What follows belongs to an exercise in optimizing a design on an open flow for small area; a production flow would make more cautious choices.
Only simulation tests tie the RTL to the original design; equivalence was not proved.
No activity file was given, so power comes from the tool's default toggle rates.

==> flow/design.v <==
module eth_pkt_buffer #(
    parameter int unsigned DEPTH      = 64,
    parameter logic [31:0] PORTA_ADDR = 32'h0000_ABCD,
    parameter logic [31:0] PORTB_ADDR = 32'h0000_BEEF
) (
    input  logic        clk,
    input  logic        reset,
    input  logic        inWrEn,
    input  logic [33:0] inData,
    output logic        outValid,
    input  logic        outReady,
    output logic [33:0] outData,
    output logic        outPort,
    output logic [15:0] dropCount,
    output logic [15:0] pktCount
);
    localparam int unsigned AW = $clog2(DEPTH);
    localparam int unsigned PW = AW + 1;
    localparam int unsigned WW = 33;
    function automatic integer port_bit(input integer unused);
        integer b;
        begin
            port_bit = 0;
            for (b = 31; b >= 0; b = b - 1)
                if (PORTA_ADDR[b] != PORTB_ADDR[b]) port_bit = b;
        end
    endfunction
    localparam int unsigned PB = port_bit(0);
    typedef enum logic [1:0] {
        W_IDLE = 2'd0,
        W_PKT  = 2'd1,
        W_DROP = 2'd2
    } wstate_e;
    logic [WW-1:0] mem [DEPTH];
    wstate_e       state_q, state_d;
    logic [PW-1:0] wr_ptr_q, wr_ptr_d;
    logic [PW-1:0] commit_ptr_q, commit_ptr_d;
    logic [PW-1:0] rd_ptr_q;
    logic          out_valid_q;
    logic [31:0]   out_pay_q;
    logic          out_eop_q, out_sop_q;
    logic          out_port_q;
    logic          mem_we_c;
    logic [AW-1:0] mem_waddr_c;
    logic [WW-1:0] mem_wdata_c;
    logic [1:0]    drop_inc_c;
    logic          pkt_inc_c;
    logic          in_sop_c, in_eop_c, addr_hit_c;
    logic          full_sop_c, full_pkt_c, rd_load_c;
    assign in_eop_c    = inData[33];
    assign in_sop_c    = inData[32];
    assign addr_hit_c  = (inData[31:0] == PORTA_ADDR) || (inData[31:0] == PORTB_ADDR);
    assign full_sop_c  = (commit_ptr_q[AW-1:0] == rd_ptr_q[AW-1:0]) && (commit_ptr_q[AW] != rd_ptr_q[AW]);
    assign full_pkt_c  = (wr_ptr_q[AW-1:0] == rd_ptr_q[AW-1:0]) && (wr_ptr_q[AW] != rd_ptr_q[AW]);
    assign rd_load_c   = (rd_ptr_q != commit_ptr_q) && (!out_valid_q || outReady);
    assign mem_wdata_c = {inData[33], inData[31:0]};
    always_comb begin
        state_d      = state_q;
        wr_ptr_d     = wr_ptr_q;
        commit_ptr_d = commit_ptr_q;
        mem_we_c     = 1'b0;
        mem_waddr_c  = wr_ptr_q[AW-1:0];
        drop_inc_c   = 2'd0;
        pkt_inc_c    = 1'b0;
        if (inWrEn) begin
            if (in_sop_c) begin
                if (state_q == W_PKT) begin
                    wr_ptr_d   = commit_ptr_q;
                    drop_inc_c = 2'd1;
                end
                if (!addr_hit_c || full_sop_c) begin
                    drop_inc_c = drop_inc_c + 2'd1;
                    wr_ptr_d   = commit_ptr_q;
                    state_d    = in_eop_c ? W_IDLE : W_DROP;
                end else begin
                    mem_we_c    = 1'b1;
                    mem_waddr_c = commit_ptr_q[AW-1:0];
                    wr_ptr_d    = commit_ptr_q + PW'(1);
                    if (in_eop_c) begin
                        commit_ptr_d = commit_ptr_q + PW'(1);
                        pkt_inc_c    = 1'b1;
                        state_d      = W_IDLE;
                    end else begin
                        state_d = W_PKT;
                    end
                end
            end else begin
                case (state_q)
                    W_PKT: begin
                        if (full_pkt_c) begin
                            wr_ptr_d   = commit_ptr_q;
                            drop_inc_c = 2'd1;
                            state_d    = in_eop_c ? W_IDLE : W_DROP;
                        end else begin
                            mem_we_c = 1'b1;
                            wr_ptr_d = wr_ptr_q + PW'(1);
                            if (in_eop_c) begin
                                commit_ptr_d = wr_ptr_q + PW'(1);
                                pkt_inc_c    = 1'b1;
                                state_d      = W_IDLE;
                            end
                        end
                    end
                    W_DROP: begin
                        if (in_eop_c) state_d = W_IDLE;
                    end
                    default: ;
                endcase
            end
        end
    end
    always_ff @(posedge clk or posedge reset) begin
        if (reset) begin
            state_q      <= W_IDLE;
            wr_ptr_q     <= '0;
            commit_ptr_q <= '0;
        end else begin
            state_q      <= state_d;
            wr_ptr_q     <= wr_ptr_d;
            commit_ptr_q <= commit_ptr_d;
        end
    end
    always_ff @(posedge clk) begin
        if (mem_we_c) mem[mem_waddr_c] <= mem_wdata_c;
    end
    logic [DEPTH-1:0] rd_sel_c;
    logic [WW-1:0]    rd_word_c;
    always_comb begin
        rd_word_c = '1;
        for (int i = 0; i < DEPTH; i++) begin
            rd_sel_c[i] = (rd_ptr_q[AW-1:0] != AW'(i));
            rd_word_c   = rd_word_c & ({WW{rd_sel_c[i]}} | mem[i]);
        end
    end
    always_ff @(posedge clk or posedge reset) begin
        if (reset) begin
            rd_ptr_q    <= '0;
            out_valid_q <= 1'b0;
            out_eop_q   <= 1'b1;
        end else if (rd_load_c) begin
            rd_ptr_q    <= rd_ptr_q + PW'(1);
            out_valid_q <= 1'b1;
            out_eop_q   <= rd_word_c[32];
        end else if (outReady) begin
            out_valid_q <= 1'b0;
        end
    end
    always_ff @(posedge clk) begin
        if (rd_load_c) begin
            out_pay_q  <= rd_word_c[31:0];
            out_sop_q  <= out_eop_q;
            out_port_q <= out_eop_q ? (rd_word_c[PB] == PORTB_ADDR[PB]) : out_port_q;
        end
    end
    assign outValid = out_valid_q;
    assign outData  = {out_eop_q, out_sop_q, out_pay_q};
    assign outPort  = out_port_q;
    logic [15:0] drop_cnt_q;
    logic [15:0] pkt_cnt_q;
    logic [16:0] drop_sum_c;
    assign drop_sum_c = {1'b0, drop_cnt_q} + 17'(drop_inc_c);
    always_ff @(posedge clk or posedge reset) begin
        if (reset) begin
            drop_cnt_q <= '0;
            pkt_cnt_q  <= '0;
        end else begin
            drop_cnt_q <= drop_sum_c[16] ? 16'hFFFF : drop_sum_c[15:0];
            pkt_cnt_q  <= pkt_cnt_q + 16'(pkt_inc_c);
        end
    end
    assign dropCount = drop_cnt_q;
    assign pktCount  = pkt_cnt_q;
endmodule
Settings: LEC_CHECK=0, CAP_MARGIN=20, CORE_MARGIN=2, CORE_UTILIZATION=40, CTS_BUF_LIST=sky130_fd_sc_hd__clkbuf_8, CTS_CLUSTER_DIAMETER=60, CTS_CLUSTER_SIZE=15, SLEW_MARGIN=20; clock period 8.0 ns.
run.sh (not shown) runs the stock make flow with config.mk's settings and CLKGATE_MAP_FILE= SYNTH_SCRIPT=/design/flow/synth_recipe.tcl, a recipe that flattens the netlist after the stock synthesis.
==> next run, changes <==
--- a/flow/design.v
+++ b/flow/design.v
@@ -127,8 +127,8 @@
     logic [WW-1:0]    rd_word_c;
     always_comb begin
-        rd_word_c = '1;
+        rd_word_c = '0;
         for (int i = 0; i < DEPTH; i++) begin
-            rd_sel_c[i] = (rd_ptr_q[AW-1:0] != AW'(i));
-            rd_word_c   = rd_word_c & ({WW{rd_sel_c[i]}} | mem[i]);
+            rd_sel_c[i] = (rd_ptr_q[AW-1:0] == AW'(i));
+            rd_word_c   = rd_word_c | ({WW{rd_sel_c[i]}} & mem[i]);
         end
     end
Power stays flat.
Setup slack improved by 330 ps.
Via count falls by a few percent.
Clock skew falls by 18 ps.
Clock-buffer cell count falls by 1.
Non-clock buffer count rises by 2.
Core utilization falls by 0.38 points.
Synthesized area rises slightly.

## afterwards: timing with drivers on the ports
No port has a modelled driver above. Below, the same layouts with a new extraction and two added sets of constraints. Step 1 assumes that a clkbuf_16 drives the clock port and a buf_2 every other input. Step 2 times the ports against the registers' clock, not the clock port: input delays grow and output delays shrink by t, the midpoint of the rising clock arrivals with the driver on. a / b / c = ideal ports / drivers / drivers and shift; a / b = the first two.
| run | shift t [ns] | slack for setup (ns) | cell pins on the clock port's net |
|---|---|---|---|
| the first run | 1.101 | 1.840 / 1.905 / 0.805 | 1 |
| the second run | 1.097 | 2.167 / 2.213 / 1.117 | 1 |
After both steps setup and hold are still met in every run listed. The setup slack of the second run, which loses most, moves by +0.046 ns with the drivers and by -1.050 ns with both steps.
